Context: an optimization exercise on an open-source flow, tuned for small area, a short achievable clock period and few clock cycles per item. The choices shown serve that exercise and are no tape-out recipe. No run shown here included a check of the RTL's function; only the layout flow was run. Power is estimated from default activity; no workload was simulated.

===== flow/config.mk =====
export PLATFORM = sky130hd
export DESIGN_NAME = mapu_nxn
export DESIGN_NICKNAME = mapu_nxn
export VERILOG_FILES = /design/flow/design.v
export SDC_FILE = /design/flow/constraint.sdc
export NUM_CORES = 4
export LEC_CHECK = 0
export CAP_MARGIN = 20
export CORE_MARGIN = 2
export CORE_UTILIZATION = 60
export SLEW_MARGIN = 20

===== flow/constraint.sdc =====
create_clock -name core_clock -period 16.0 [get_ports {clk}]
set_input_delay 3.2000 -clock core_clock [delete_from_list [all_inputs] [get_ports {clk}]]
set_output_delay 3.2000 -clock core_clock [all_outputs]
set_load 0.01 [all_outputs]

===== flow/design.v =====
package mapu_nxn_pkg;
  localparam logic [1:0] OP_ENC_ADD       = 2'd0;
  localparam logic [1:0] OP_ENC_SUB       = 2'd1;
  localparam logic [1:0] OP_ENC_MUL       = 2'd2;
  localparam logic [1:0] OP_ENC_TRANSPOSE = 2'd3;
  typedef enum logic [1:0] {
    OP_ADD       = OP_ENC_ADD,
    OP_SUB       = OP_ENC_SUB,
    OP_MUL       = OP_ENC_MUL,
    OP_TRANSPOSE = OP_ENC_TRANSPOSE
  } mapu_op_e;
endpackage
import mapu_nxn_pkg::*;
module mapu_nxn_mac_lane (
  input  logic [15:0] a,
  input  logic [15:0] b,
  input  logic [15:0] acc,
  input  logic        cin,
  output logic [15:0] sum,
  output logic        cout,
  output logic        hi,
  output logic        h
);
  logic [15:0] pp [16];
  logic [15:0] bo;
  logic [15:0] x, y;
  always_comb begin
    for (int i = 0; i < 16; i++)
      for (int j = 0; j < 16; j++)
        pp[i][j] = a[i] & b[j];
  end
  always_comb begin
    bo[15] = b[15];
    for (int m = 14; m >= 0; m--) bo[m] = bo[m+1] | b[m];
  end
  always_comb begin
    h = 1'b0;
    for (int i = 1; i < 16; i++) h = h | (a[i] & bo[16-i]);
  end
  logic hs1;
  logic hc2;
  logic fs3;
  logic fc4;
  logic hs5;
  logic hc6;
  logic fs7;
  logic fc8;
  logic fs9;
  logic fc10;
  logic hs11;
  logic hc12;
  logic fs13;
  logic fc14;
  logic fs15;
  logic fc16;
  logic fs17;
  logic fc18;
  logic hs19;
  logic hc20;
  logic hs21;
  logic hc22;
  logic fs23;
  logic fc24;
  logic hs25;
  logic hc26;
  logic fs27;
  logic fc28;
  logic fs29;
  logic fc30;
  logic hs31;
  logic hc32;
  logic fs33;
  logic fc34;
  logic fs35;
  logic fc36;
  logic fs37;
  logic fc38;
  logic hs39;
  logic hc40;
  logic fs41;
  logic fc42;
  logic fs43;
  logic fc44;
  logic fs45;
  logic fc46;
  logic fs47;
  logic fc48;
  logic fs49;
  logic fc50;
  logic fs51;
  logic fc52;
  logic fs53;
  logic fc54;
  logic fs55;
  logic fc56;
  logic fs57;
  logic fc58;
  logic fs59;
  logic fc60;
  logic fs61;
  logic fc62;
  logic fs63;
  logic fc64;
  logic fs65;
  logic fc66;
  logic fs67;
  logic fc68;
  logic fs69;
  logic fc70;
  logic fs71;
  logic fc72;
  logic hs73;
  logic hc74;
  logic fs75;
  logic fc76;
  logic hs77;
  logic hc78;
  logic fs79;
  logic fc80;
  logic fs81;
  logic fc82;
  logic hs83;
  logic hc84;
  logic fs85;
  logic fc86;
  logic fs87;
  logic fc88;
  logic fs89;
  logic fc90;
  logic fs91;
  logic fc92;
  logic fs93;
  logic fc94;
  logic fs95;
  logic fc96;
  logic fs97;
  logic fc98;
  logic fs99;
  logic fc100;
  logic fs101;
  logic fc102;
  logic fs103;
  logic fc104;
  logic fs105;
  logic fc106;
  logic fs107;
  logic fc108;
  logic fs109;
  logic fc110;
  logic fs111;
  logic fc112;
  logic fs113;
  logic fc114;
  logic fs115;
  logic fc116;
  logic fs117;
  logic fc118;
  logic fs119;
  logic fc120;
  logic fs121;
  logic fc122;
  logic fs123;
  logic fc124;
  logic fs125;
  logic fc126;
  logic fs127;
  logic fc128;
  logic fs129;
  logic fc130;
  logic fs131;
  logic fc132;
  logic hs133;
  logic hc134;
  logic fs135;
  logic fc136;
  logic hs137;
  logic hc138;
  logic fs139;
  logic fc140;
  logic fs141;
  logic fc142;
  logic fs143;
  logic fc144;
  logic fs145;
  logic fc146;
  logic fs147;
  logic fc148;
  logic fs149;
  logic fc150;
  logic fs151;
  logic fc152;
  logic fs153;
  logic fc154;
  logic fs155;
  logic fc156;
  logic fs157;
  logic fc158;
  logic fs159;
  logic fc160;
  logic fs161;
  logic fc162;
  logic fs163;
  logic fc164;
  logic fs165;
  logic fc166;
  logic fs167;
  logic fc168;
  logic fs169;
  logic fc170;
  logic fs171;
  logic fc172;
  logic fs173;
  logic fc174;
  logic fs175;
  logic fc176;
  logic fs177;
  logic fc178;
  logic fs179;
  logic fc180;
  logic fs181;
  logic fc182;
  logic hs183;
  logic hc184;
  logic fs185;
  logic fc186;
  logic fs187;
  logic fc188;
  logic fs189;
  logic fc190;
  logic fs191;
  logic fc192;
  logic fs193;
  logic fc194;
  logic fs195;
  logic fc196;
  logic fs197;
  logic fc198;
  logic fs199;
  logic fc200;
  logic fs201;
  logic fc202;
  logic fs203;
  logic fc204;
  logic fs205;
  logic fc206;
  logic fs207;
  logic fc208;
  logic fs209;
  logic fc210;
  logic hs211;
  logic hc212;
  logic fs213;
  logic fc214;
  logic fs215;
  logic fc216;
  logic fs217;
  logic fc218;
  logic fs219;
  logic fc220;
  logic fs221;
  logic fc222;
  logic fs223;
  logic fc224;
  logic fs225;
  logic fc226;
  logic fs227;
  logic fc228;
  logic fs229;
  logic fc230;
  logic fs231;
  logic fc232;
  logic fs233;
  logic fc234;
  logic fs235;
  logic fc236;
  logic fs237;
  logic fc238;
  logic fs239;
  logic fc240;
  logic fs241;
  logic fc242;
  assign hs1 = pp[0][12] ^ pp[1][11];
  assign hc2 = pp[0][12] & pp[1][11];
  assign {fc4, fs3} = {1'b0, pp[0][13]} + {1'b0, pp[1][12]} + {1'b0, pp[2][11]};
  assign hs5 = pp[3][10] ^ pp[4][9];
  assign hc6 = pp[3][10] & pp[4][9];
  assign {fc8, fs7} = {1'b0, pp[0][14]} + {1'b0, pp[1][13]} + {1'b0, pp[2][12]};
  assign {fc10, fs9} = {1'b0, pp[3][11]} + {1'b0, pp[4][10]} + {1'b0, pp[5][9]};
  assign hs11 = pp[6][8] ^ pp[7][7];
  assign hc12 = pp[6][8] & pp[7][7];
  assign {fc14, fs13} = {1'b0, pp[0][15]} + {1'b0, pp[1][14]} + {1'b0, pp[2][13]};
  assign {fc16, fs15} = {1'b0, pp[3][12]} + {1'b0, pp[4][11]} + {1'b0, pp[5][10]};
  assign {fc18, fs17} = {1'b0, pp[6][9]} + {1'b0, pp[7][8]} + {1'b0, pp[8][7]};
  assign hs19 = pp[9][6] ^ pp[10][5];
  assign hc20 = pp[9][6] & pp[10][5];
  assign hs21 = pp[0][8] ^ pp[1][7];
  assign hc22 = pp[0][8] & pp[1][7];
  assign {fc24, fs23} = {1'b0, pp[0][9]} + {1'b0, pp[1][8]} + {1'b0, pp[2][7]};
  assign hs25 = pp[3][6] ^ pp[4][5];
  assign hc26 = pp[3][6] & pp[4][5];
  assign {fc28, fs27} = {1'b0, pp[0][10]} + {1'b0, pp[1][9]} + {1'b0, pp[2][8]};
  assign {fc30, fs29} = {1'b0, pp[3][7]} + {1'b0, pp[4][6]} + {1'b0, pp[5][5]};
  assign hs31 = pp[6][4] ^ pp[7][3];
  assign hc32 = pp[6][4] & pp[7][3];
  assign {fc34, fs33} = {1'b0, pp[0][11]} + {1'b0, pp[1][10]} + {1'b0, pp[2][9]};
  assign {fc36, fs35} = {1'b0, pp[3][8]} + {1'b0, pp[4][7]} + {1'b0, pp[5][6]};
  assign {fc38, fs37} = {1'b0, pp[6][5]} + {1'b0, pp[7][4]} + {1'b0, pp[8][3]};
  assign hs39 = pp[9][2] ^ pp[10][1];
  assign hc40 = pp[9][2] & pp[10][1];
  assign {fc42, fs41} = {1'b0, hs1} + {1'b0, pp[2][10]} + {1'b0, pp[3][9]};
  assign {fc44, fs43} = {1'b0, pp[4][8]} + {1'b0, pp[5][7]} + {1'b0, pp[6][6]};
  assign {fc46, fs45} = {1'b0, pp[7][5]} + {1'b0, pp[8][4]} + {1'b0, pp[9][3]};
  assign {fc48, fs47} = {1'b0, pp[10][2]} + {1'b0, pp[11][1]} + {1'b0, pp[12][0]};
  assign {fc50, fs49} = {1'b0, hc2} + {1'b0, fs3} + {1'b0, hs5};
  assign {fc52, fs51} = {1'b0, pp[5][8]} + {1'b0, pp[6][7]} + {1'b0, pp[7][6]};
  assign {fc54, fs53} = {1'b0, pp[8][5]} + {1'b0, pp[9][4]} + {1'b0, pp[10][3]};
  assign {fc56, fs55} = {1'b0, pp[11][2]} + {1'b0, pp[12][1]} + {1'b0, pp[13][0]};
  assign {fc58, fs57} = {1'b0, fc4} + {1'b0, hc6} + {1'b0, fs7};
  assign {fc60, fs59} = {1'b0, fs9} + {1'b0, hs11} + {1'b0, pp[8][6]};
  assign {fc62, fs61} = {1'b0, pp[9][5]} + {1'b0, pp[10][4]} + {1'b0, pp[11][3]};
  assign {fc64, fs63} = {1'b0, pp[12][2]} + {1'b0, pp[13][1]} + {1'b0, pp[14][0]};
  assign {fc66, fs65} = {1'b0, fc8} + {1'b0, fc10} + {1'b0, hc12};
  assign {fc68, fs67} = {1'b0, fs13} + {1'b0, fs15} + {1'b0, fs17};
  assign {fc70, fs69} = {1'b0, hs19} + {1'b0, pp[11][4]} + {1'b0, pp[12][3]};
  assign {fc72, fs71} = {1'b0, pp[13][2]} + {1'b0, pp[14][1]} + {1'b0, pp[15][0]};
  assign hs73 = pp[0][5] ^ pp[1][4];
  assign hc74 = pp[0][5] & pp[1][4];
  assign {fc76, fs75} = {1'b0, pp[0][6]} + {1'b0, pp[1][5]} + {1'b0, pp[2][4]};
  assign hs77 = pp[3][3] ^ pp[4][2];
  assign hc78 = pp[3][3] & pp[4][2];
  assign {fc80, fs79} = {1'b0, pp[0][7]} + {1'b0, pp[1][6]} + {1'b0, pp[2][5]};
  assign {fc82, fs81} = {1'b0, pp[3][4]} + {1'b0, pp[4][3]} + {1'b0, pp[5][2]};
  assign hs83 = pp[6][1] ^ pp[7][0];
  assign hc84 = pp[6][1] & pp[7][0];
  assign {fc86, fs85} = {1'b0, hs21} + {1'b0, pp[2][6]} + {1'b0, pp[3][5]};
  assign {fc88, fs87} = {1'b0, pp[4][4]} + {1'b0, pp[5][3]} + {1'b0, pp[6][2]};
  assign {fc90, fs89} = {1'b0, pp[7][1]} + {1'b0, pp[8][0]} + {1'b0, acc[8]};
  assign {fc92, fs91} = {1'b0, hc22} + {1'b0, fs23} + {1'b0, hs25};
  assign {fc94, fs93} = {1'b0, pp[5][4]} + {1'b0, pp[6][3]} + {1'b0, pp[7][2]};
  assign {fc96, fs95} = {1'b0, pp[8][1]} + {1'b0, pp[9][0]} + {1'b0, acc[9]};
  assign {fc98, fs97} = {1'b0, fc24} + {1'b0, hc26} + {1'b0, fs27};
  assign {fc100, fs99} = {1'b0, fs29} + {1'b0, hs31} + {1'b0, pp[8][2]};
  assign {fc102, fs101} = {1'b0, pp[9][1]} + {1'b0, pp[10][0]} + {1'b0, acc[10]};
  assign {fc104, fs103} = {1'b0, fc28} + {1'b0, fc30} + {1'b0, hc32};
  assign {fc106, fs105} = {1'b0, fs33} + {1'b0, fs35} + {1'b0, fs37};
  assign {fc108, fs107} = {1'b0, hs39} + {1'b0, pp[11][0]} + {1'b0, acc[11]};
  assign {fc110, fs109} = {1'b0, fc34} + {1'b0, fc36} + {1'b0, fc38};
  assign {fc112, fs111} = {1'b0, hc40} + {1'b0, fs41} + {1'b0, fs43};
  assign {fc114, fs113} = {1'b0, fs45} + {1'b0, fs47} + {1'b0, acc[12]};
  assign {fc116, fs115} = {1'b0, fc42} + {1'b0, fc44} + {1'b0, fc46};
  assign {fc118, fs117} = {1'b0, fc48} + {1'b0, fs49} + {1'b0, fs51};
  assign {fc120, fs119} = {1'b0, fs53} + {1'b0, fs55} + {1'b0, acc[13]};
  assign {fc122, fs121} = {1'b0, fc50} + {1'b0, fc52} + {1'b0, fc54};
  assign {fc124, fs123} = {1'b0, fc56} + {1'b0, fs57} + {1'b0, fs59};
  assign {fc126, fs125} = {1'b0, fs61} + {1'b0, fs63} + {1'b0, acc[14]};
  assign {fc128, fs127} = {1'b0, fc58} + {1'b0, fc60} + {1'b0, fc62};
  assign {fc130, fs129} = {1'b0, fc64} + {1'b0, fs65} + {1'b0, fs67};
  assign {fc132, fs131} = {1'b0, fs69} + {1'b0, fs71} + {1'b0, acc[15]};
  assign hs133 = pp[0][3] ^ pp[1][2];
  assign hc134 = pp[0][3] & pp[1][2];
  assign {fc136, fs135} = {1'b0, pp[0][4]} + {1'b0, pp[1][3]} + {1'b0, pp[2][2]};
  assign hs137 = pp[3][1] ^ pp[4][0];
  assign hc138 = pp[3][1] & pp[4][0];
  assign {fc140, fs139} = {1'b0, hs73} + {1'b0, pp[2][3]} + {1'b0, pp[3][2]};
  assign {fc142, fs141} = {1'b0, pp[4][1]} + {1'b0, pp[5][0]} + {1'b0, acc[5]};
  assign {fc144, fs143} = {1'b0, hc74} + {1'b0, fs75} + {1'b0, hs77};
  assign {fc146, fs145} = {1'b0, pp[5][1]} + {1'b0, pp[6][0]} + {1'b0, acc[6]};
  assign {fc148, fs147} = {1'b0, fc76} + {1'b0, hc78} + {1'b0, fs79};
  assign {fc150, fs149} = {1'b0, fs81} + {1'b0, hs83} + {1'b0, acc[7]};
  assign {fc152, fs151} = {1'b0, fc80} + {1'b0, fc82} + {1'b0, hc84};
  assign {fc154, fs153} = {1'b0, fs85} + {1'b0, fs87} + {1'b0, fs89};
  assign {fc156, fs155} = {1'b0, fc86} + {1'b0, fc88} + {1'b0, fc90};
  assign {fc158, fs157} = {1'b0, fs91} + {1'b0, fs93} + {1'b0, fs95};
  assign {fc160, fs159} = {1'b0, fc92} + {1'b0, fc94} + {1'b0, fc96};
  assign {fc162, fs161} = {1'b0, fs97} + {1'b0, fs99} + {1'b0, fs101};
  assign {fc164, fs163} = {1'b0, fc98} + {1'b0, fc100} + {1'b0, fc102};
  assign {fc166, fs165} = {1'b0, fs103} + {1'b0, fs105} + {1'b0, fs107};
  assign {fc168, fs167} = {1'b0, fc104} + {1'b0, fc106} + {1'b0, fc108};
  assign {fc170, fs169} = {1'b0, fs109} + {1'b0, fs111} + {1'b0, fs113};
  assign {fc172, fs171} = {1'b0, fc110} + {1'b0, fc112} + {1'b0, fc114};
  assign {fc174, fs173} = {1'b0, fs115} + {1'b0, fs117} + {1'b0, fs119};
  assign {fc176, fs175} = {1'b0, fc116} + {1'b0, fc118} + {1'b0, fc120};
  assign {fc178, fs177} = {1'b0, fs121} + {1'b0, fs123} + {1'b0, fs125};
  assign {fc180, fs179} = {1'b0, fc122} + {1'b0, fc124} + {1'b0, fc126};
  assign {fc182, fs181} = {1'b0, fs127} + {1'b0, fs129} + {1'b0, fs131};
  assign hs183 = pp[0][2] ^ pp[1][1];
  assign hc184 = pp[0][2] & pp[1][1];
  assign {fc186, fs185} = {1'b0, hs133} + {1'b0, pp[2][1]} + {1'b0, pp[3][0]};
  assign {fc188, fs187} = {1'b0, hc134} + {1'b0, fs135} + {1'b0, hs137};
  assign {fc190, fs189} = {1'b0, fc136} + {1'b0, hc138} + {1'b0, fs139};
  assign {fc192, fs191} = {1'b0, fc140} + {1'b0, fc142} + {1'b0, fs143};
  assign {fc194, fs193} = {1'b0, fc144} + {1'b0, fc146} + {1'b0, fs147};
  assign {fc196, fs195} = {1'b0, fc148} + {1'b0, fc150} + {1'b0, fs151};
  assign {fc198, fs197} = {1'b0, fc152} + {1'b0, fc154} + {1'b0, fs155};
  assign {fc200, fs199} = {1'b0, fc156} + {1'b0, fc158} + {1'b0, fs159};
  assign {fc202, fs201} = {1'b0, fc160} + {1'b0, fc162} + {1'b0, fs163};
  assign {fc204, fs203} = {1'b0, fc164} + {1'b0, fc166} + {1'b0, fs167};
  assign {fc206, fs205} = {1'b0, fc168} + {1'b0, fc170} + {1'b0, fs171};
  assign {fc208, fs207} = {1'b0, fc172} + {1'b0, fc174} + {1'b0, fs175};
  assign {fc210, fs209} = {1'b0, fc176} + {1'b0, fc178} + {1'b0, fs179};
  assign hs211 = pp[0][0] ^ acc[0];
  assign hc212 = pp[0][0] & acc[0];
  assign {fc214, fs213} = {1'b0, pp[0][1]} + {1'b0, pp[1][0]} + {1'b0, acc[1]};
  assign {fc216, fs215} = {1'b0, hs183} + {1'b0, pp[2][0]} + {1'b0, acc[2]};
  assign {fc218, fs217} = {1'b0, hc184} + {1'b0, fs185} + {1'b0, acc[3]};
  assign {fc220, fs219} = {1'b0, fc186} + {1'b0, fs187} + {1'b0, acc[4]};
  assign {fc222, fs221} = {1'b0, fc188} + {1'b0, fs189} + {1'b0, fs141};
  assign {fc224, fs223} = {1'b0, fc190} + {1'b0, fs191} + {1'b0, fs145};
  assign {fc226, fs225} = {1'b0, fc192} + {1'b0, fs193} + {1'b0, fs149};
  assign {fc228, fs227} = {1'b0, fc194} + {1'b0, fs195} + {1'b0, fs153};
  assign {fc230, fs229} = {1'b0, fc196} + {1'b0, fs197} + {1'b0, fs157};
  assign {fc232, fs231} = {1'b0, fc198} + {1'b0, fs199} + {1'b0, fs161};
  assign {fc234, fs233} = {1'b0, fc200} + {1'b0, fs201} + {1'b0, fs165};
  assign {fc236, fs235} = {1'b0, fc202} + {1'b0, fs203} + {1'b0, fs169};
  assign {fc238, fs237} = {1'b0, fc204} + {1'b0, fs205} + {1'b0, fs173};
  assign {fc240, fs239} = {1'b0, fc206} + {1'b0, fs207} + {1'b0, fs177};
  assign {fc242, fs241} = {1'b0, fc208} + {1'b0, fs209} + {1'b0, fs181};
  assign x = {fc240, fc238, fc236, fc234, fc232, fc230, fc228, fc226, fc224, fc222, fc220, fc218, fc216, fc214, hc212, hs211};
  assign y = {fs241, fs239, fs237, fs235, fs233, fs231, fs229, fs227, fs225, fs223, fs221, fs219, fs217, fs215, fs213, cin};
  logic [15:0] pg, pp_, gg0;
  assign pg = x & y;
  assign pp_ = x ^ y;
  logic sg0_1, sp0_1;
  assign sg0_1 = pg[1] | (pp_[1] & pg[0]);
  assign sp0_1 = pp_[1] & pp_[0];
  logic sg0_3, sp0_3;
  assign sg0_3 = pg[3] | (pp_[3] & pg[2]);
  assign sp0_3 = pp_[3] & pp_[2];
  logic sg0_5, sp0_5;
  assign sg0_5 = pg[5] | (pp_[5] & pg[4]);
  assign sp0_5 = pp_[5] & pp_[4];
  logic sg0_7, sp0_7;
  assign sg0_7 = pg[7] | (pp_[7] & pg[6]);
  assign sp0_7 = pp_[7] & pp_[6];
  logic sg0_9, sp0_9;
  assign sg0_9 = pg[9] | (pp_[9] & pg[8]);
  assign sp0_9 = pp_[9] & pp_[8];
  logic sg0_11, sp0_11;
  assign sg0_11 = pg[11] | (pp_[11] & pg[10]);
  assign sp0_11 = pp_[11] & pp_[10];
  logic sg0_13, sp0_13;
  assign sg0_13 = pg[13] | (pp_[13] & pg[12]);
  assign sp0_13 = pp_[13] & pp_[12];
  logic sg0_15, sp0_15;
  assign sg0_15 = pg[15] | (pp_[15] & pg[14]);
  assign sp0_15 = pp_[15] & pp_[14];
  logic sg1_2, sp1_2;
  assign sg1_2 = pg[2] | (pp_[2] & sg0_1);
  assign sp1_2 = pp_[2] & sp0_1;
  logic sg1_3, sp1_3;
  assign sg1_3 = sg0_3 | (sp0_3 & sg0_1);
  assign sp1_3 = sp0_3 & sp0_1;
  logic sg1_6, sp1_6;
  assign sg1_6 = pg[6] | (pp_[6] & sg0_5);
  assign sp1_6 = pp_[6] & sp0_5;
  logic sg1_7, sp1_7;
  assign sg1_7 = sg0_7 | (sp0_7 & sg0_5);
  assign sp1_7 = sp0_7 & sp0_5;
  logic sg1_10, sp1_10;
  assign sg1_10 = pg[10] | (pp_[10] & sg0_9);
  assign sp1_10 = pp_[10] & sp0_9;
  logic sg1_11, sp1_11;
  assign sg1_11 = sg0_11 | (sp0_11 & sg0_9);
  assign sp1_11 = sp0_11 & sp0_9;
  logic sg1_14, sp1_14;
  assign sg1_14 = pg[14] | (pp_[14] & sg0_13);
  assign sp1_14 = pp_[14] & sp0_13;
  logic sg1_15, sp1_15;
  assign sg1_15 = sg0_15 | (sp0_15 & sg0_13);
  assign sp1_15 = sp0_15 & sp0_13;
  logic sg2_4, sp2_4;
  assign sg2_4 = pg[4] | (pp_[4] & sg1_3);
  assign sp2_4 = pp_[4] & sp1_3;
  logic sg2_5, sp2_5;
  assign sg2_5 = sg0_5 | (sp0_5 & sg1_3);
  assign sp2_5 = sp0_5 & sp1_3;
  logic sg2_6, sp2_6;
  assign sg2_6 = sg1_6 | (sp1_6 & sg1_3);
  assign sp2_6 = sp1_6 & sp1_3;
  logic sg2_7, sp2_7;
  assign sg2_7 = sg1_7 | (sp1_7 & sg1_3);
  assign sp2_7 = sp1_7 & sp1_3;
  logic sg2_12, sp2_12;
  assign sg2_12 = pg[12] | (pp_[12] & sg1_11);
  assign sp2_12 = pp_[12] & sp1_11;
  logic sg2_13, sp2_13;
  assign sg2_13 = sg0_13 | (sp0_13 & sg1_11);
  assign sp2_13 = sp0_13 & sp1_11;
  logic sg2_14, sp2_14;
  assign sg2_14 = sg1_14 | (sp1_14 & sg1_11);
  assign sp2_14 = sp1_14 & sp1_11;
  logic sg2_15, sp2_15;
  assign sg2_15 = sg1_15 | (sp1_15 & sg1_11);
  assign sp2_15 = sp1_15 & sp1_11;
  logic sg3_8, sp3_8;
  assign sg3_8 = pg[8] | (pp_[8] & sg2_7);
  assign sp3_8 = pp_[8] & sp2_7;
  logic sg3_9, sp3_9;
  assign sg3_9 = sg0_9 | (sp0_9 & sg2_7);
  assign sp3_9 = sp0_9 & sp2_7;
  logic sg3_10, sp3_10;
  assign sg3_10 = sg1_10 | (sp1_10 & sg2_7);
  assign sp3_10 = sp1_10 & sp2_7;
  logic sg3_11, sp3_11;
  assign sg3_11 = sg1_11 | (sp1_11 & sg2_7);
  assign sp3_11 = sp1_11 & sp2_7;
  logic sg3_12, sp3_12;
  assign sg3_12 = sg2_12 | (sp2_12 & sg2_7);
  assign sp3_12 = sp2_12 & sp2_7;
  logic sg3_13, sp3_13;
  assign sg3_13 = sg2_13 | (sp2_13 & sg2_7);
  assign sp3_13 = sp2_13 & sp2_7;
  logic sg3_14, sp3_14;
  assign sg3_14 = sg2_14 | (sp2_14 & sg2_7);
  assign sp3_14 = sp2_14 & sp2_7;
  logic sg3_15, sp3_15;
  assign sg3_15 = sg2_15 | (sp2_15 & sg2_7);
  assign sp3_15 = sp2_15 & sp2_7;
  assign sum = {pp_[15] ^ sg3_14, pp_[14] ^ sg3_13, pp_[13] ^ sg3_12, pp_[12] ^ sg3_11, pp_[11] ^ sg3_10, pp_[10] ^ sg3_9, pp_[9] ^ sg3_8, pp_[8] ^ sg2_7, pp_[7] ^ sg2_6, pp_[6] ^ sg2_5, pp_[5] ^ sg2_4, pp_[4] ^ sg1_3, pp_[3] ^ sg1_2, pp_[2] ^ sg0_1, pp_[1] ^ pg[0], pp_[0]};
  assign cout = sg3_15;
  assign hi = fc14 | fc16 | fc18 | hc20 | fc66 | fc68 | fc70 | fc72 | fc128 | fc130 | fc132 | fc180 | fc182 | fc210 | fc242;
endmodule
module mapu_nxn_row_unit
#(
  parameter int DATA_WIDTH = 16,
  parameter int N          = 4,
  parameter int SATURATE   = 0
) (
  input  logic                      mul,
  input  logic                      sub,
  input  logic [N*DATA_WIDTH-1:0]   a_lane,    
  input  logic [N*DATA_WIDTH-1:0]   b_row,
  input  logic [N*DATA_WIDTH-1:0]   acc_row,
  output logic [N*DATA_WIDTH-1:0]   res_row,
  output logic [N-1:0]              cout,      
  output logic [N-1:0]              of_c1,     
  output logic [N-1:0]              of_c0      
);
  localparam int DW = DATA_WIDTH;
  logic [N-1:0] hi, h;
  for (genvar c = 0; c < N; c++) begin : g_lane
    mapu_nxn_mac_lane u_lane (
      .a     (a_lane[c*DW +: DW]),
      .b     (b_row[c*DW +: DW]),
      .acc   (acc_row[c*DW +: DW]),
      .cin   (sub),
      .sum   (res_row[c*DW +: DW]),
      .cout  (cout[c]),
      .hi    (hi[c]),
      .h     (h[c])
    );
    assign of_c1[c] = ~sub | h[c];
    assign of_c0[c] = (hi[c] ^ sub) | h[c];
  end
endmodule
import mapu_nxn_pkg::*;
module mapu_nxn
#(
  parameter int DATA_WIDTH = 16,
  parameter int N          = 4,
  parameter int SATURATE   = 0
) (
  input  logic                     clk,
  input  logic                     reset_n,
  input  logic                     i_en,
  input  logic [1:0]               i_op,
  output logic                     o_of,
  input  logic                     i_vld,
  output logic                     o_rdy,
  input  logic [N*DATA_WIDTH-1:0]  i_row,
  output logic                     o_vld,
  input  logic                     i_rdy,
  output logic [N*DATA_WIDTH-1:0]  o_row
);
  localparam int DW = DATA_WIDTH;
  localparam int RW = N * DW;
  localparam int IW = $clog2(N);
  localparam logic [IW-1:0] LAST = IW'(N - 1);
  logic [RW-1:0] a_q [N];
  logic [RW-1:0] c_q [N];
  logic [RW-1:0] r_q;
  logic [DW-1:0] ae_q [N];    
  logic [RW-1:0] ae_lanes;
  logic          selt_q;      
  logic          selc_q;      
  logic          sela_q;      
  logic          sub_q;       
  logic [N-1:0]  of_q;        
  logic [IW:0]   in_cnt_q, in_cnt_d;    
  logic [1:0]    in_op_q, in_op_d;
  logic          r_vld_q, r_vld_d;
  logic [IW-1:0] r_k_q, r_k_d;
  logic [1:0]    r_op_q, r_op_d;
  logic [IW-1:0] pass_q, pass_d;        
  logic          t_pend_q, t_pend_d;    
  logic          c_own_q, c_own_d;      
  logic          c_vld_q, c_vld_d;      
  logic [IW-1:0] out_q, out_d;
  logic          rdy_q, rdy_d;
  logic in_a, take, deliver, c_free, step, copy, r_mul, r_last, op_done, a_shift;
  logic take_dp, shift_dp, c_free_dp, step_dp, copy_dp;
  logic [DW-1:0] ae_r0, ae_r1, ae_t0, ae_t1;
  logic [RW-1:0] acc_row;
  logic [RW-1:0] a_col;
  logic [RW-1:0] alu_row;
  logic [N-1:0]  alu_cout, alu_of1, alu_of0, of_keep;
  assign in_a    = ~in_cnt_q[IW];
  assign r_mul   = (r_op_q == OP_ENC_MUL);
  assign r_last  = ~r_mul | (pass_q == LAST);
  assign take    = i_en & i_vld & rdy_q;
  assign deliver = i_en & c_vld_q & i_rdy;
  assign c_free  = ~c_vld_q | (deliver & (out_q == LAST));
  assign step    = r_vld_q & (c_own_q | c_free);
  assign copy    = t_pend_q & c_free;
  assign op_done = step & r_last & (r_k_q == LAST);
  assign a_shift = (take_dp & in_a) | step_dp;
  assign take_dp   = i_vld & rdy_q;
  assign shift_dp  = c_vld_q & i_rdy;
  assign c_free_dp = ~c_vld_q | (i_rdy & (out_q == LAST));
  assign step_dp   = r_vld_q & (c_own_q | c_free_dp);
  assign copy_dp   = t_pend_q & c_free_dp;
  always_comb begin
    in_cnt_d = in_cnt_q;
    in_op_d  = in_op_q;
    r_vld_d  = r_vld_q;
    r_k_d    = r_k_q;
    r_op_d   = r_op_q;
    pass_d   = pass_q;
    t_pend_d = t_pend_q;
    c_own_d  = c_own_q;
    c_vld_d  = c_vld_q;
    out_d    = out_q;
    if (deliver) begin
      out_d = out_q + 1'b1;
      if (out_q == LAST) c_vld_d = 1'b0;
    end
    if (step) begin
      c_own_d = ~op_done;
      pass_d  = r_mul ? pass_q + 1'b1 : '0;
      if (r_last) r_vld_d = 1'b0;
      if (op_done) begin
        c_vld_d = 1'b1;
        out_d   = '0;
      end
    end
    if (copy) begin
      t_pend_d = 1'b0;
      c_vld_d  = 1'b1;
      out_d    = '0;
    end
    if (take) begin
      if (in_cnt_q == '0) in_op_d = i_op;
      if (in_a) begin
        if (in_cnt_q == (IW+1)'(N - 1) && in_op_q == OP_ENC_TRANSPOSE) begin
          in_cnt_d = '0;
          t_pend_d = 1'b1;
        end else begin
          in_cnt_d = in_cnt_q + 1'b1;
        end
      end else begin
        in_cnt_d = in_cnt_q + 1'b1;
        r_vld_d  = 1'b1;
        r_k_d    = in_cnt_q[IW-1:0];
        r_op_d   = in_op_q;
        pass_d   = '0;
      end
    end
    if (!i_en) begin
      in_cnt_d = '0;
      r_vld_d  = 1'b0;
      pass_d   = '0;
      t_pend_d = 1'b0;
      c_own_d  = 1'b0;
      c_vld_d  = 1'b0;
      out_d    = '0;
    end
    if (~in_cnt_d[IW])
      rdy_d = ~t_pend_d & (~r_vld_d | (c_own_d & (r_op_d != OP_ENC_MUL || pass_d == LAST)));
    else
      rdy_d = ~r_vld_d | ((r_op_d != OP_ENC_MUL || pass_d == LAST) & (c_own_d | ~c_vld_d));
  end
  assign ae_r0 = a_q[0][r_k_q*DW +: DW];
  assign ae_r1 = a_q[1][r_k_q*DW +: DW];
  assign ae_t0 = a_q[0][in_cnt_q[IW-1:0]*DW +: DW];
  assign ae_t1 = a_q[1][in_cnt_q[IW-1:0]*DW +: DW];
  always_comb begin
    for (int c = 0; c < N; c++) a_col[c*DW +: DW] = a_q[c][(N-1)*DW +: DW];
  end
  always_comb begin
    for (int c = 0; c < N; c++) ae_lanes[c*DW +: DW] = ae_q[c];
  end
  assign acc_row  = ({RW{selc_q}} & c_q[0]) | ({RW{sela_q}} & a_q[0]) | ({RW{selt_q}} & a_col);
  mapu_nxn_row_unit #(
    .DATA_WIDTH (DATA_WIDTH),
    .N          (N),
    .SATURATE   (SATURATE)
  ) u_row_unit (
    .mul     (r_mul),
    .sub     (sub_q),
    .a_lane  (ae_lanes),
    .b_row   (r_q),
    .acc_row (acc_row),
    .res_row (alu_row),
    .cout    (alu_cout),
    .of_c1   (alu_of1),
    .of_c0   (alu_of0)
  );
  always_ff @(posedge clk) begin
    if ((take_dp & in_a) | step_dp) begin
      for (int j = 0; j < N - 1; j++) a_q[j] <= a_q[j+1];
      a_q[N-1] <= (take_dp & in_a) ? i_row : a_q[0];
    end
    if (take_dp & ~in_a) r_q <= (in_op_q == OP_ENC_SUB) ? ~i_row : i_row;
    for (int c = 0; c < N; c++)
      ae_q[c] <= (take_dp & ~in_a) ? ((in_op_q == OP_ENC_MUL) ? (r_vld_q ? ae_t1 : ae_t0) : DW'(1)) :
                 t_pend_d ? '0 :
                 r_mul ? (a_shift ? ae_r1 : ae_r0) :
                 r_vld_d ? DW'(1) : DW'(c);
    selc_q  <= ~t_pend_d & (r_op_d == OP_ENC_MUL) & (r_k_d != '0);
    sela_q  <= ~t_pend_d & (r_op_d != OP_ENC_MUL);
    sub_q   <= ~t_pend_d & (r_op_d == OP_ENC_SUB);
    selt_q  <= t_pend_d;
    if (copy_dp | step_dp | shift_dp) begin
      for (int j = 0; j < N - 1; j++)
        for (int c = 0; c < N; c++)
          c_q[j][c*DW +: DW] <= copy_dp ? a_q[c][j*DW +: DW] : c_q[j+1][c*DW +: DW];
      c_q[N-1] <= alu_row;
    end
    if (copy_dp) of_q <= '0;
    else begin
      if (step_dp)
        for (int c = 0; c < N; c++)
          of_q[c] <= alu_cout[c] ? (of_keep[c] | alu_of1[c]) : (of_keep[c] | alu_of0[c]);
    end
  end
  always_ff @(posedge clk or negedge reset_n) begin
    if (!reset_n) begin
      in_cnt_q <= '0;
      in_op_q  <= OP_ENC_ADD;
      r_vld_q  <= 1'b0;
      r_k_q    <= '0;
      r_op_q   <= OP_ENC_ADD;
      pass_q   <= '0;
      t_pend_q <= 1'b0;
      c_own_q  <= 1'b0;
      c_vld_q  <= 1'b0;
      out_q    <= '0;
      rdy_q    <= 1'b1;
    end else begin
      in_cnt_q <= in_cnt_d;
      in_op_q  <= in_op_d;
      r_vld_q  <= r_vld_d;
      r_k_q    <= r_k_d;
      r_op_q   <= r_op_d;
      pass_q   <= pass_d;
      t_pend_q <= t_pend_d;
      c_own_q  <= c_own_d;
      c_vld_q  <= c_vld_d;
      out_q    <= out_d;
      rdy_q    <= rdy_d;
    end
  end
  assign o_rdy = rdy_q;
  assign o_vld = c_vld_q;
  assign o_row = c_q[0];
  assign of_keep = ((r_k_q == '0) & (pass_q == '0)) ? '0 : of_q;
  assign o_of  = |of_q;
endmodule

===== flow/flow/run.sh =====
#!/bin/bash
# Standard ORFS layout (the standard.sh) with two changes: repair_timing aims at a setup
# margin of 11 ns under the design's SDC, and the port buffers are buf_2 cells.
bash standard.sh SETUP_SLACK_MARGIN=11 "BUFFER_PORTS_ARGS=-buffer_cell sky130_fd_sc_hd__buf_2" finish > standard.log 2>&1

===== flow/standard.sh =====
#!/bin/bash
# synth_recipe.tcl (not shown) runs the flow's synth.tcl, then flattens the netlist and writes it again
# the make line also repeats each setting of config.mk as NAME=value (left out here)
make -C /OpenROAD-flow-scripts/flow DESIGN_CONFIG=/design/flow/config.mk WORK_HOME=/design/flow/orfs CLKGATE_MAP_FILE= SYNTH_SCRIPT=/design/flow/synth_recipe.tcl "${@:-finish}"

==> flow_metrics.tcl, run 1 <==
set metrics [dict create \
    status "timing/DRC/antenna clean" \
    synthesis.yosys.warnings 6 \
    timing.rr.start "r_q[45]$_DFFE_PP_" \
    timing.critical_path.max_delay_family "adder cells" \
    switchingPower_mw 2.48 \
    route.detailed.vias_per_inst 6.47 \
    number_of_global_route_vias_before_repair 31500 \
    place.port_buffers 137 \
    hold_crit_path_type "flop to flop" \
    synth-edff-count 576 \
    p_per_area_nw_per_um2 138 \
    final.min_clock_period_ns 5.43 \
    drive_above_1_share 0.196 \
    synth_sequential_area_ratio 0.435 \
    drv.max_cap_violation_count 0 \
    gp_congestion 0.918 \
    placement_rows 96 \
    p_clk_frac 0.243 \
    grt_antenna_before_repair 19 \
    grt_max_degree 155 \
    irDropWorstVdd_uv 106 \
    drt_pre_antenna_iters 8 \
    sequentialPowerShare 0.305 \
    cp_common_cell "fa_2" \
    grt_first_pass_wirelength_um 215000 \
    post_synth_num_cell_types 74 \
    globalRouteTotalUtil 0.423 \
    timing_max_transition_violations_final 0 \
    fin_setup_tns_ns 0 \
    fp.coreArea_um2 68900 \
    post_synth_instance_area_um2 42000 \
    clock_latency_at_the_later_pin_of_the_worst_skew_pair_ns 0.63 \
    number_of_sinks_on_the_clock_net 620 \
    grt-ovfl-total 0 \
    setup.worst_path.start "r_q[45]$_DFFE_PP_" \
    num-nets-final 4433 \
    worst-slew-pin-transition_ns 1.08 \
    syn_nets 4233 \
    timing.final.setup_violations 0 \
    numCtsBuffers 71 \
    hp-start "a_q[3][47]$_DFFE_PN_" \
    synth_flop_cell "edfxtp_1" \
    route.vias.total 31000 \
    drc 0 \
    hpwl_um 93800 \
    layout_worst_path_cycle_share 0.339 \
    wl_per_cell_um 31.1 \
    tritoncts_clock_tree "built" \
    cts_hold_buf 0 \
    finClkSkew_ns 0.0261 \
    timing.critical_path.to_type "flop" \
    worst_setup_path_start_kind "flop" \
    cp_slowest_stage_delay_ns 0.55 \
    wirelength_um 149000 \
    power_report.internal_total_mw 4.26 \
    initial_core_util 0.609 \
    floorplan.io_pins 138 \
    drt_first_iter_violations 4335 \
    crit_fanout 5 \
    syn_area_per_cell_um2 11.7 \
    cts.reportedPaths.clkPinSlew_ns 0.06 \
    slew_headroom 0.282 \
    pwr-share-comb 0.452 \
    cell_with_the_largest_stage_delay_on_the_worst_path "fa_2" \
    htree_num_levels 3 \
    finalHoldViolCount 0 \
    ordered_list_of_cells_on_the_worst_path "and2_4 > fa_2 > inv_1 > fa_2 > fa_2 > fa_2 > fa_1 > inv_2 > fa_1 > ha_2 > or4_4 > nor4_4 > o21ai_1 > a2111oi_2 > nand4_1 > nor4bb_1 > nor3_1" \
    finalPower_mw 6.75 \
    maxClockFrequency_mhz 184 \
    rsz0062_at_grt "true" \
    cts_max_path_bufs 3 \
    cp.required_ns 16.46 \
    leakagePower_nw 19.0 \
    detail-route-antenna-nets 0 \
    die_width_um 269 \
    switching_share 0.368 \
    die_y_um 269 \
    critical_path.n_buffers_inverters 2 \
    cp_data_arrival_time_ns 5.89 \
    fillCellCount 4912 \
    synthCells 3596 \
    area_delta_synth_final_pct 16.5 \
    crit_type "flop to flop" \
    synth_seq_cells 620 \
    fp.dieArea_um2 72100 \
    async_flop_share 0.0290 \
    clock_tree_root_driver_cell "clkbuf_16" \
]
[power by group through the flow]
stage / sequential (mW) / clock (mW) / combinational, mW
CTS: 2.05 / 1.64 / 2.71
global placement: 2.08 / 0 / 2.28
floorplan: 2.04 / 0 / 1.67
detailed placement: 2.09 / 0 / 2.33
global route: 2.06 / 1.70 / 3.30
finish: 2.06 / 1.64 / 3.05
[metal layers]
layer,share of wire,up-vias,GRT usage
li1,-,12500,-
met1,0.36,15700,0.570
met2,0.43,2352,0.616
met3,0.15,499,0.138
met4,0.063,10,0.222
met5,0.00048,-,0
[what timing repair did]
| item | CTS | global route |
|---|---|---|
| setup endpoints to repair | 401 | 131 |
| setup buffers | 83 | 32 |
| gates cloned | 21 | 3 |
| resized for setup | 214 | 107 |
| pin swaps | 98 | 79 |
[area by class of cell]
cell class / instances / area (um^2) / share of cell area
repair buffers: 324 / 3240 / 0.0663
multi-input cells: 2408 / 22400 / 0.458
repair inverters: 3 / 37.5 / 0.000768
clock buffers: 94 / 1950 / 0.0400
diodes: 9 / 22.5 / 0.000461
well taps: 931 / 1160 / 0.0238
inverters: 368 / 1410 / 0.0289
flip-flops and latches: 620 / 18300 / 0.375
clock inverters: 37 / 347 / 0.00709
[synth_stat cells, types with 12 or more instances]
cell type  count  area [um^2]
a21o_1        15          113
mux4_2        64         1440
dfrtp_1       17          425
inv_1        366         1370
nand3_1       17         85.1
nor4_1        13         81.3
xnor2_1       83          727
mux2i_1       33          330
xor2_1        17          149
and2_1       239         1500
clkbuf_1     185          694
buf_1         13         48.8
o21ai_0       30          150
dfxtp_1       26          521
mux2_2        68          766
a21oi_1       25          125
a222oi_1      64          641
ha_1         126         1580
fa_1         440         8810
nor2_1        53          199
nand2_1      932         3500
edfxtp_1     576        17300
or3_1         12         75.1
nor3_1        15         75.1
o22ai_1       20          125
[cells in the final DEF (no fill, tap or decap), drive strengths merged, types with 15 or more instances in the layout]
cell type  count
mux2          68
bufbuf        18
ha           126
mux4          64
nand2        932
and2         240
xor2          17
buf          303
dfxtp         26
o21ai         30
nand3         17
clkbuf        97
edfxtp       576
a21oi         25
fa           440
nor3          15
o22ai         20
a222oi        64
nor2          54
inv          372
xnor2         83
mux2i         33
a21o          15
clkinv        28
dfrtp         17
[metrics by stage]
step | area [um^2] | worst slack (ns) | instances | utilization | hold slack, ns
after floorplan | 42200 | 9.66 | 3596 | - | 0.426
after global placement | 43600 | 9.00 | 4514 | 0.633 | 0.428
after detailed placement | 43600 | 8.97 | 4514 | 0.633 | 0.431
after CTS | 48100 | 10.48 | 4749 | 0.698 | 0.442
after global routing | 48900 | 10.40 | 4787 | 0.709 | 0.447
final | 48900 | 10.57 | 4794 | 0.709 | 0.433
[flip-flops by register name, summed over array words and instances (netlist names), 2 cells and up]
signal	cells
r_op_q	2
in_cnt_q	3
pass_q	2
c_q	256
ae_q	18
r_k_q	2
in_op_q	2
out_q	2
a_q	256
of_q	4
r_q	64
[final timing paths]
check	end	slack, ns	depth (start not counted)
setup / recovery	of_q[2]$_SDFFE_PP0P_	10.57	17
hold / removal	a_q[2][47]$_DFFE_PN_	0.43	0
setup reg to reg	of_q[2]$_SDFFE_PP0P_	10.57	17
hold reg to reg	a_q[2][47]$_DFFE_PN_	0.43	0
max in group asynchronous	rdy_q$_DFF_PN1_	13.18	1
min in group asynchronous	in_cnt_q[1]$_DFFE_PN0P_	2.51	1
[cells by family (layout without fill, tap and decap cells)]
family,after synthesis,count (layout),share of synthesized area
AO/OA/AOI/OAI,231,231,0.0429
XOR/XNOR,100,100,0.0209
adder cells (fa/ha/maj),566,566,0.247
buffers and inverters,569,826,0.0510
flip-flops,620,620,0.435
multiplexers,165,165,0.0604
other,0,9,0
AND/OR/NAND/NOR,1345,1346,0.142
==> run 2: changes to the inputs <==
--- a/flow/config.mk
+++ b/flow/config.mk
@@ -10,2 +10,4 @@
 export CORE_UTILIZATION = 60
+export CTS_BUF_LIST = sky130_fd_sc_hd__clkbuf_8
+export CTS_CLUSTER_SIZE = 30
 export SLEW_MARGIN = 20
==> flow_metrics.tcl, run 2 <==
set metrics [dict create \
    cp.required_ns 16.57 \
    layout_commonest_cell "nand2_1" \
    timing.hold.ws_ns 0.422 \
    layout.cells.most_common_list "924 x nand2_1, 576 x edfxtp_1, 395 x fa_1" \
    timing.final.setup_violations 0 \
    syn_nets 4233 \
    most_numerous_cell_in_the_yosys_netlist "nand2_1" \
    gp_congestion 0.918 \
    timing_max_transition_violations_final 0 \
    cts.reportedPaths.clkPinSlew_ns 0.06 \
    ordered_list_of_cells_on_the_worst_path "buf_12 > and2_4 > fa_1 > fa_1 > inv_1 > fa_2 > inv_2 > fa_1 > fa_1 > fa_1 > ha_1 > or4_4 > nor4_4 > o21ai_1 > a2111oi_2 > nand4_1 > nor4bb_1 > nor3_1" \
    p_per_area_nw_per_um2 135 \
    cp_common_cell "fa_1" \
    slew_headroom 0.240 \
    fp.coreArea_um2 68900 \
    cp_data_arrival_time_ns 6.05 \
    status "timing/DRC/antenna clean" \
    clock_latency_at_the_later_pin_of_the_worst_skew_pair_ns 0.76 \
    async_flop_share 0.0290 \
    regToRegEndpoint "of_q[2]$_SDFFE_PP0P_" \
    maxClockFrequency_mhz 183 \
    hold_crit_path_type "flop to flop" \
    worst_setup_path_start_kind "flop" \
    setup.worst_path.start "ae_q[0][2]$_DFF_P_" \
    grt_max_degree 155 \
    fp.dieArea_um2 72100 \
    irDropWorstVdd_uv 100 \
    synth.area.top_cells "edfxtp_1 41%, fa_1 21%, nand2_1 8.3%" \
    endpoint_of_the_most_critical_setup_path "of_q[2]$_SDFFE_PP0P_" \
    place.port_buffers 137 \
    synth_sequential_area_ratio 0.435 \
    number_of_cell_instances_on_the_worst_register_to_register_path 18 \
    synthesis.yosys.warnings 6 \
    post-synth-top-area-cell "edfxtp_1" \
    layout_worst_path_cycle_share 0.342 \
    cts_max_path_bufs 3 \
    wirelength_um 143000 \
    numCtsBuffers 105 \
    detail-route-antenna-nets 0 \
    placedInstanceArea_um2 43600 \
    synth_seq_cells 620 \
    synth_flop_cell "edfxtp_1" \
    placement_rows 96 \
    finClkSkew_ns 0.0461 \
    grt_first_pass_wirelength_um 209000 \
    cp_slowest_stage_delay_ns 0.52 \
    num-nets-final 4428 \
    wl_per_cell_um 29.8 \
    r2r_setup_slack_ns 10.52 \
    syn_area_per_cell_um2 11.7 \
    timing.critical_path.to_type "flop" \
    stdcell_area_um2 48100 \
    synth-edff-count 576 \
    die_y_um 269 \
    hpwl_um 93800 \
    largestRegisters "a_q x256, c_q x256, r_q x64" \
    drive_above_1_share 0.192 \
    timing.rr.start "ae_q[0][2]$_DFF_P_" \
    synth_commonest_cells "932 x nand2_1, 576 x edfxtp_1, 440 x fa_1, 366 x inv_1, 239 x and2_1" \
    drv.max_cap_violation_count 0 \
    post_synth_num_cell_types 74 \
    drc 0 \
    number_of_global_route_vias_before_repair 31300 \
    post_synth_instance_area_um2 42000 \
    globalRouteTotalUtil 0.410 \
    rsz0062_at_grt "true" \
    drt_pre_antenna_iters 9 \
    finalHoldViolCount 0 \
    fin_setup_tns_ns 0 \
    cell_with_the_largest_stage_delay_on_the_worst_path "fa_1" \
    crit_fanout 3 \
    drt_first_iter_violations 4385 \
    leakagePower_nw 18.7 \
    cts_hold_buf 0 \
    worst-slew-pin-transition_ns 1.14 \
    area_delta_synth_final_pct 14.6 \
    synthCells 3596 \
    htree_num_levels 3 \
    route.vias.total 30600 \
    grt_antenna_before_repair 20 \
    tritoncts_clock_tree "built" \
    clock_tree_root_driver_cell "clkbuf_8" \
    crit_type "flop to flop" \
    route.detailed.vias_per_inst 6.37 \
    die_width_um 269 \
    final.min_clock_period_ns 5.48 \
    grt-ovfl-total 0 \
    top_area_cell_type_share_of_the_netlist_area 0.412 \
    floorplan.io_pins 138 \
    number_of_sinks_on_the_clock_net 620 \
    initial_core_util 0.609 \
]
-- run 2: repair_timing --
| action | CTS | global route |
|---|---|---|
| setup buffers | 59 | 24 |
| pin swaps | 92 | 87 |
| resized for setup | 184 | 112 |
| cloned | 16 | 1 |
| endpoints found under the setup margin | 367 | 133 |
-- run 2: layer usage --
| metal | GRT usage | routed length, um | vias up |
|---|---|---|---|
| met3 | 0.122 | 19900 | 485 |
| met2 | 0.601 | 62600 | 2229 |
| met4 | 0.206 | 8650 | 8 |
| li1 | - | - | 12400 |
| met5 | 0 | 53 | - |
| met1 | 0.561 | 52300 | 15500 |
-- run 2: metrics by stage --
step	std cells	setup slack, ns	util	total power [mW]
final	4812	10.52	0.698	6.51
after global routing	4810	10.36	0.698	6.85
after CTS	4781	10.43	0.688	6.17
after detailed placement	4514	8.97	0.633	4.42
after global placement	4514	9.00	0.633	4.36
after floorplan	3596	9.66	-	3.71
-- run 2: report_power, final --
part / internal, mW / total, mW / switching [mW] / leakage (nW)
combinational: 1.36 / 3.02 / 1.67 / 11.8
sequential: 1.97 / 2.06 / 0.0815 / 5.83
clock: 0.722 / 1.43 / 0.706 / 1.15
-- run 2: worst min-delay path by stage --
stage | start | end | slack (ns) | cells past startpoint
after floorplan | a_q[2][48]$_DFFE_PN_ | a_q[1][48]$_DFFE_PN_ | 0.43 | 0
after global placement | a_q[2][0]$_DFFE_PN_ | a_q[1][0]$_DFFE_PN_ | 0.43 | 0
after detailed placement | a_q[2][16]$_DFFE_PN_ | a_q[1][16]$_DFFE_PN_ | 0.43 | 0
after CTS | a_q[2][47]$_DFFE_PN_ | a_q[1][47]$_DFFE_PN_ | 0.43 | 0
after global routing | a_q[3][24]$_DFFE_PN_ | a_q[2][24]$_DFFE_PN_ | 0.44 | 0
final | a_q[3][24]$_DFFE_PN_ | a_q[2][24]$_DFFE_PN_ | 0.42 | 0
-- run 2: worst max-delay path: cells and delay by family (launching register included) --
| family | cells | cell delay, ns |
|---|---|---|
| buffers and inverters | 3 | 0.28 |
| and+or+nand+nor | 6 | 1.37 |
| adders and majority gates | 7 | 2.91 |
| AOI/OAI and AO/OA | 2 | 0.34 |
| DFF | 1 | 0.40 |
-- run 2: area by class of cell --
| class | instances | area (um^2) |
|---|---|---|
| diodes | 5 | 12.5 |
| repair inverters | 3 | 32.5 |
| clock buffers | 106 | 1460 |
| inverters | 368 | 1410 |
| well taps | 931 | 1160 |
| multi-input cells | 2407 | 22400 |
| fillers | 5052 | 20800 |
| clock inverters | 86 | 567 |
| flip-flops and latches | 620 | 18300 |
| repair buffers | 286 | 2720 |
-- run 2: cells by family after synthesis --
logic type	count (synthesis)	share of synthesized area
AO/OA/AOI/OAI	231	0.0429
multiplexers	165	0.0604
buffers and inverters	569	0.0510
flip-flops	620	0.435
AND/OR/NAND/NOR	1345	0.142
XOR/XNOR	100	0.0209
adder cells (fa/ha/maj)	566	0.247
==> run 3: changes to the inputs <==
--- a/flow/design.v
+++ b/flow/design.v
@@ -600,3 +600,4 @@
   logic in_a, take, deliver, c_free, step, copy, r_mul, r_last, op_done, a_shift;
-  logic take_dp, shift_dp, c_free_dp, step_dp, copy_dp;
+  logic take_dp, shift_dp, c_free_dp, step_dp, copy_dp, c_en_dp, a_en_dp;
+  logic c_en1, c_en0, copy1, copy0, a_en1, a_en0;
   logic [DW-1:0] ae_r0, ae_r1, ae_t0, ae_t1;
@@ -621,2 +622,10 @@
   assign copy_dp   = t_pend_q & c_free_dp;
+  assign c_en1   = c_vld_q | r_vld_q | t_pend_q;
+  assign c_en0   = ~c_vld_q & (r_vld_q | t_pend_q) | (r_vld_q & c_own_q);
+  assign copy1   = t_pend_q & (~c_vld_q | (out_q == LAST));
+  assign copy0   = t_pend_q & ~c_vld_q;
+  assign a_en1   = r_vld_q & (c_own_q | ~c_vld_q | (out_q == LAST));
+  assign a_en0   = r_vld_q & (c_own_q | ~c_vld_q);
+  assign c_en_dp = i_rdy ? c_en1 : c_en0;
+  assign a_en_dp = (take_dp & in_a) | (i_rdy ? a_en1 : a_en0);
   always_comb begin
@@ -708,3 +717,3 @@
   always_ff @(posedge clk) begin
-    if ((take_dp & in_a) | step_dp) begin
+    if (a_en_dp) begin
       for (int j = 0; j < N - 1; j++) a_q[j] <= a_q[j+1];
@@ -722,6 +731,6 @@
     selt_q  <= t_pend_d;
-    if (copy_dp | step_dp | shift_dp) begin
+    if (c_en_dp) begin
       for (int j = 0; j < N - 1; j++)
         for (int c = 0; c < N; c++)
-          c_q[j][c*DW +: DW] <= copy_dp ? a_q[c][j*DW +: DW] : c_q[j+1][c*DW +: DW];
+          c_q[j][c*DW +: DW] <= (i_rdy ? copy1 : copy0) ? a_q[c][j*DW +: DW] : c_q[j+1][c*DW +: DW];
       c_q[N-1] <= alu_row;
--- a/flow/config.mk
+++ b/flow/config.mk
@@ -10,4 +10,2 @@
 export CORE_UTILIZATION = 60
-export CTS_BUF_LIST = sky130_fd_sc_hd__clkbuf_8
-export CTS_CLUSTER_SIZE = 30
 export SLEW_MARGIN = 20
==> flow_metrics.tcl, run 3 <==
set metrics [dict create \
    status "timing/DRC/antenna clean" \
    layout_worst_path_cycle_share 0.313 \
    cp_slowest_stage_delay_ns 0.52 \
    number_of_sinks_on_the_clock_net 620 \
    p_per_area_nw_per_um2 154 \
    timing_max_transition_violations_final 0 \
    synth-edff-count 576 \
    largestRegisters "a_q x256, c_q x256, r_q x64" \
    yosys.area_share.xor_xnor 0.0227 \
    fp.coreArea_um2 68900 \
    synth_flop_cell "edfxtp_1" \
    initial_core_util 0.609 \
    timing.rr.start "ae_q[0][2]$_DFF_P_" \
    cell_with_the_largest_stage_delay_on_the_worst_path "fa_1" \
    synth_compound_gate_area_share 0.0441 \
    hp-start "a_q[2][10]$_DFFE_PP_" \
    critical_path.n_buffers_inverters 3 \
    tritoncts_clock_tree "built" \
    grt_antenna_before_repair 18 \
    most_numerous_cell_in_the_yosys_netlist "nand2_1" \
    cp.required_ns 16.50 \
    grt_max_degree 88 \
    post-synth-top-area-cell "edfxtp_1" \
    die_width_um 269 \
    final.min_clock_period_ns 5.02 \
    r2r_setup_slack_ns 10.98 \
    num-nets-final 4385 \
    fp.dieArea_um2 72100 \
    slew_headroom 0.228 \
    leakagePower_nw 18.7 \
    timing.critical_path.max_delay_family "adder cells" \
    timing.hold.worst_endpoint "a_q[1][10]$_DFFE_PP_" \
    regToRegEndpoint "of_q[0]$_SDFFE_PP0P_" \
    finalHoldViolCount 0 \
    drt_first_iter_violations 4539 \
    area_delta_synth_final_pct 14.5 \
    hold_crit_path_type "flop to flop" \
    layout.cells.most_common_list "928 x nand2_1, 576 x edfxtp_1, 416 x fa_1" \
    worst-slew-pin-transition_ns 1.16 \
    worst_setup_path_start_kind "flop" \
    grt-ovfl-total 0 \
    clock_tree_root_driver_cell "clkbuf_16" \
    number_of_cell_instances_on_the_worst_register_to_register_path 17 \
    cp_common_cell "fa_1" \
    crit_fanout 7 \
    synth_commonest_cells "933 x nand2_1, 576 x edfxtp_1, 440 x fa_1, 354 x inv_1, 227 x and2_1" \
    synthesis.yosys.warnings 6 \
    ordered_list_of_cells_on_the_worst_path "buf_16 > and2_1 > fa_1 > fa_1 > inv_2 > fa_2 > fa_2 > inv_2 > fa_1 > fa_1 > ha_2 > nor4_4 > nand4_1 > nor3_2 > a21oi_2 > xnor2_2 > a21oi_1" \
    hpwl_um 91500 \
    async_flop_share 0.0290 \
    numCtsBuffers 70 \
    grt_first_pass_wirelength_um 204000 \
    wirelength_um 140000 \
    placedInstanceArea_um2 43500 \
    depth_of_the_critical_timing_path_with_buffers_and_inverters_included 17 \
    drc 0 \
    irDropWorstVdd_uv 108 \
    drive_above_1_share 0.158 \
    cts_max_path_bufs 3 \
    placement_rows 96 \
    setup.worst_path.start "ae_q[0][2]$_DFF_P_" \
    post_synth_num_cell_types 73 \
    die_y_um 269 \
    wl_per_cell_um 29.6 \
    synth_adder_area_share 0.247 \
    synth_sequential_area_ratio 0.435 \
    globalRouteTotalUtil 0.398 \
    syn_nets 4226 \
    detail-route-antenna-nets 0 \
    maxClockFrequency_mhz 199 \
    drv.max_cap_violation_count 0 \
    crit_type "flop to flop" \
    cell_depth_of_the_worst_hold_path 0 \
    timing.critical_path.to_type "flop" \
    synth_mux_area_frac 0.0600 \
    top_area_cell_type_share_of_the_netlist_area 0.412 \
    drt_pre_antenna_iters 8 \
    stdcell_area_um2 48100 \
    fin_setup_tns_ns 0 \
    place.port_buffers 137 \
    timing.final.setup_violations 0 \
    clock_latency_at_the_later_pin_of_the_worst_skew_pair_ns 0.65 \
    yosys.area_share.simple 0.140 \
    route.detailed.vias_per_inst 6.45 \
    post_synth_instance_area_um2 42000 \
    syn_area_per_cell_um2 11.7 \
    floorplan.io_pins 138 \
    rsz0062_at_grt "true" \
    cts.reportedPaths.clkPinSlew_ns 0.06 \
    number_of_global_route_vias_before_repair 30900 \
    layout_commonest_cell "nand2_1" \
    route.vias.total 30600 \
    gp_congestion 0.943 \
    synth.area.top_cells "edfxtp_1 41%, fa_1 21%, nand2_1 8.3%" \
    htree_num_levels 3 \
    synth_top_family_by_area "adder cells" \
    finClkSkew_ns 0.0375 \
    cp_data_arrival_time_ns 5.52 \
    synth_seq_cells 620 \
    synthCells 3589 \
]
[run 3: worst max-delay path by stage]
stage	endpoint	slack (ns)
after global placement	ae_q[1][0]$_DFF_P_	9.03
after detailed placement	ae_q[1][0]$_DFF_P_	9.01
after floorplan	c_q[0][0]$_DFFE_PP_	10.46
after global routing	of_q[0]$_SDFFE_PP0P_	10.80
final	of_q[0]$_SDFFE_PP0P_	10.98
after CTS	of_q[3]$_SDFFE_PP0P_	10.99
[run 3: per-layer routing]
| layer | vias up | part of all wire | global-route usage |
|---|---|---|---|
| met4 | 8 | 0.061 | 0.199 |
| met2 | 2246 | 0.44 | 0.595 |
| met5 | - | 0.00036 | 0 |
| met1 | 15500 | 0.36 | 0.541 |
| li1 | 12300 | - | - |
| met3 | 480 | 0.13 | 0.109 |
[run 3: repair_timing]
item                                   CTS  global route
endpoints found under the hold margin    0             0
hold buffers                             0             0
setup endpoints to repair              233           160
pin swaps                               35            68
buffers inserted                        57            37
gates cloned                            15             2
gates resized for setup                110            82
[run 3: kinds of logic after synthesis]
logic type / after synthesis
adder cells (fa/ha/maj): 566
multiplexers: 163
XOR/XNOR: 109
AND/OR/NAND/NOR: 1325
AO/OA/AOI/OAI: 246
flip-flops: 620
buffers and inverters: 560
[run 3: area by class of cell]
type / count / area (um^2)
multi-input combinational: 2409 / 22100
fill: 5067 / 20900
sequential: 620 / 18300
timing repair buffer: 286 / 2650
clock buffer: 82 / 1810
inverter: 359 / 1380
tap: 931 / 1160
clock inverter: 46 / 604
timing repair inverter: 2 / 32.5
antenna: 5 / 12.5
[run 3: power breakdown]
part           leakage (nW)  switching [mW]  internal, mW  total (mW)
sequential             5.83           0.119          2.03        2.15
clock                  1.15           0.732         0.960        1.69
combinational          11.7            1.99          1.57        3.56
total                  18.7            2.84          4.56        7.40
[run 3: metrics by stage]
step	utilization	setup slack, ns	cells	power [mW]	hold slack [ns]
2_1_floorplan	-	10.46	3589	4.30	0.426
3_3_place_gp	0.630	9.03	4495	5.07	0.428
3_5_place_dp	0.630	9.01	4495	5.14	0.432
4_1_cts	0.686	10.99	4695	7.11	0.442
5_1_grt	0.697	10.80	4736	7.78	0.452
6_report	0.697	10.98	4740	7.40	0.433
==> run 4: changes to the inputs <==
--- a/flow/config.mk
+++ b/flow/config.mk
@@ -7,5 +7,5 @@
 export LEC_CHECK = 0
-export CAP_MARGIN = 20
+export CAP_MARGIN = 40
 export CORE_MARGIN = 2
 export CORE_UTILIZATION = 60
-export SLEW_MARGIN = 20
+export SLEW_MARGIN = 40
==> flow_metrics.tcl, run 4 <==
set metrics [dict create \
    async_flop_share 0.0290 \
    fin_setup_tns_ns 0 \
    final.min_clock_period_ns 4.99 \
    largestRegisters "a_q x256, c_q x256, r_q x64" \
    drv.max_cap_violation_count 0 \
    met2_usage 0.585 \
    post_synth_instance_area_um2 42000 \
    synth_seq_cells 620 \
    wl_per_cell_um 29.7 \
    cp_slowest_stage_delay_ns 0.56 \
    post-synth-top-area-cell "edfxtp_1" \
    synth.area.top_cells "edfxtp_1 41%, fa_1 21%, nand2_1 8.3%" \
    multiInputGateArea_um2 22000 \
    synth_commonest_cells "933 x nand2_1, 576 x edfxtp_1, 440 x fa_1, 354 x inv_1, 227 x and2_1" \
    irDropWorstVdd_uv 128 \
    maxClockFrequency_mhz 201 \
    hold_crit_path_type "flop to flop" \
    clock_tree_root_driver_cell "clkbuf_16" \
    critical_path.n_buffers_inverters 2 \
    cp_common_cell "fa_2" \
    globalRouteTotalUtil 0.399 \
    drt_first_iter_violations 4550 \
    crit_fanout 5 \
    htree_num_levels 3 \
    synthesis.yosys.warnings 6 \
    die_y_um 269 \
    number_of_global_route_vias_before_repair 30700 \
    ordered_list_of_cells_on_the_worst_path "and2_4 > fa_2 > inv_1 > fa_2 > fa_2 > fa_2 > fa_2 > inv_1 > fa_2 > ha_1 > or2_2 > a21oi_2 > a21oi_2 > xnor2_2 > a21oi_1" \
    finalPower_mw 7.34 \
    worst-slew-pin-transition_ns 0.960 \
    cts_max_path_bufs 3 \
    finClkSkew_ns 0.0275 \
    die_width_um 269 \
    busiest_layer "met2" \
    fp.coreArea_um2 68900 \
    timing_max_transition_violations_final 0 \
    placedInstanceArea_um2 43600 \
    syn_nets 4226 \
    worst_setup_path_start_kind "flop" \
    route.detailed.vias_per_inst 6.38 \
    num-nets-final 4402 \
    worst_slack_ns 11.01 \
    route.vias.total 30300 \
    number_of_sinks_on_the_clock_net 620 \
    fillCellCount 5025 \
    leakagePower_nw 18.7 \
    synth-edff-count 576 \
    hpwl_um 91900 \
    syn_area_per_cell_um2 11.7 \
    layout_commonest_cell "nand2_1" \
    grt_first_pass_wirelength_um 204000 \
    timing.critical_path.max_delay_family "adder cells" \
    slew_headroom 0.360 \
    gp_congestion 0.943 \
    synth_sequential_area_ratio 0.435 \
    layout_worst_path_cycle_share 0.312 \
    cts_hold_buf 0 \
    rsz0062_at_grt "true" \
    grt_antenna_before_repair 18 \
    place.port_buffers 137 \
    wirelength_um 141000 \
    postLayoutCoreUtil 0.697 \
    cp.required_ns 16.49 \
    grt.met3_usage 0.103 \
    synthCells 3589 \
    drive_above_1_share 0.154 \
    finalHoldViolCount 0 \
    drc 0 \
    status "timing/DRC/antenna clean" \
    drt_pre_antenna_iters 7 \
    layout.cells.most_common_list "929 x nand2_1, 576 x edfxtp_1, 429 x fa_1" \
    clock_latency_at_the_later_pin_of_the_worst_skew_pair_ns 0.63 \
    p_per_area_nw_per_um2 153 \
    grt-ovfl-total 0 \
    timing.final.setup_violations 0 \
    fp.dieArea_um2 72100 \
    cell_with_the_largest_stage_delay_on_the_worst_path "fa_2" \
    preCtsSetupSlack_ns 9.02 \
    area_delta_synth_final_pct 14.5 \
    initial_core_util 0.609 \
    stdcell_area_um2 48100 \
    synth_flop_cell "edfxtp_1" \
    numCtsBuffers 70 \
    detail-route-antenna-nets 0 \
    final-seq-area_um2 18300 \
    most_numerous_cell_in_the_yosys_netlist "nand2_1" \
    crit_type "flop to flop" \
    top_area_cell_type_share_of_the_netlist_area 0.412 \
    grt_max_degree 101 \
    cp_data_arrival_time_ns 5.47 \
    timing.critical_path.to_type "flop" \
    grtUsageMet1 0.557 \
    tritoncts_clock_tree "built" \
    placement_rows 96 \
    cts.reportedPaths.clkPinSlew_ns 0.06 \
    post_synth_num_cell_types 73 \
    floorplan.io_pins 138 \
]
## run 4: changes by cell type in the layout (fill, tap and decap cells not counted), sizes merged
cell and change:
inv +2, bufinv -3, clkbuf +16, clkinv -8
bufbuf -3, diode -2, buf +13
## run 4: cell type report
class / count / share of cell area
Sequential cell: 620 / 0.381
Timing Repair Buffer: 303 / 0.0589
Antenna cell: 3 / 0.000156
Tap cell: 931 / 0.0242
Clock inverter: 37 / 0.00812
Inverter: 359 / 0.0286
Timing Repair inverter: 2 / 0.000677
Multi-Input combinational cell: 2409 / 0.458
Clock buffer: 91 / 0.0396
## run 4: worst reg2reg max path, cell delays in order (launching register included)
cell and delay [ns]:
edfxtp_1 0.49, and2_4 0.22, fa_2 0.55, inv_1 0.05, fa_2 0.56, fa_2 0.47, fa_2 0.39, fa_2 0.54
inv_1 0.05, fa_2 0.52, ha_1 0.25, or2_2 0.30, a21oi_2 0.15, a21oi_2 0.06, xnor2_2 0.19, a21oi_1 0.09
## run 4: per-stage QoR
step	cells	hold WS, ns
2_1_floorplan	3589	0.426
3_3_place_gp	4495	0.428
3_5_place_dp	4505	0.432
4_1_cts	4709	0.446
5_1_grt	4753	0.454
6_report	4755	0.448
## run 4: metal layers
layer | share of wire | up-vias
met5 | 0.00021 | -
met4 | 0.058 | 6
met3 | 0.14 | 427
met2 | 0.44 | 2140
met1 | 0.36 | 15400
li1 | - | 12400
## run 4: final timing paths
kind                                      startpoint                      to  slack (ns)  depth (start not counted)
min in group asynchronous                    reset_n  in_op_q[1]$_DFFE_PN0P_        2.51                          1
worst max register to register     r_q[13]$_DFFE_PP_    of_q[0]$_SDFFE_PP0P_       11.01                         15
max in group asynchronous                    reset_n      r_k_q[0]$_DFF_PN0_       13.16                          1
worst min-delay path            a_q[3][39]$_DFFE_PP_    a_q[2][39]$_DFFE_PP_        0.45                          0
worst min register to register  a_q[3][39]$_DFFE_PP_    a_q[2][39]$_DFFE_PP_        0.45                          0
worst max-delay path               r_q[13]$_DFFE_PP_    of_q[0]$_SDFFE_PP0P_       11.01                         15
## run 4: cells by family after synthesis
| kind of cell | synth area share |
|---|---|
| fa+ha+maj | 0.247 |
| buf+inv | 0.0510 |
| compound gates | 0.0441 |
| flops | 0.435 |
| simple gates | 0.140 |
| mux | 0.0600 |
| xor+xnor | 0.0227 |
## run 4: where the power goes
group / total [mW] / switching, mW / leakage [nW] / internal, mW
logic: 3.55 / 1.99 / 11.8 / 1.56
registers: 2.16 / 0.121 / 5.83 / 2.04
clock network: 1.63 / 0.700 / 1.10 / 0.931
total: 7.34 / 2.81 / 18.7 / 4.53
## run 4: timing repair
item	4_1_cts	5_1_grt
pin swaps	22	41
endpoints found under the setup margin	232	22
gates cloned	14	5
buffers inserted	62	34
resized for setup	82	65

==> port drivers added, routing unchanged <==
In the flow no input, the clock included, has a driving cell. The finished layouts below were timed again as built, in two steps.
Step 1: set_driving_cell puts a clkbuf_16 on clk and a buf_2 on each other input, an assumption about the parent block.
Step 2 also shifts input and output timing later by t, the mid clock arrival at the registers, as if the neighbouring blocks saw the same clock.
a / b / c = ideal / step 1 / step 2; a / b = the first two.
run	t, ns	setup slack, ns
run 1	0.683	10.570 / 10.570 / 10.368
run 2	0.803	10.521 / 10.521 / 10.307
run 3	0.695	10.984 / 10.948 / 10.414
run 4	0.686	11.013 / 10.986 / 10.426
After both steps setup and hold are still met in every run listed.
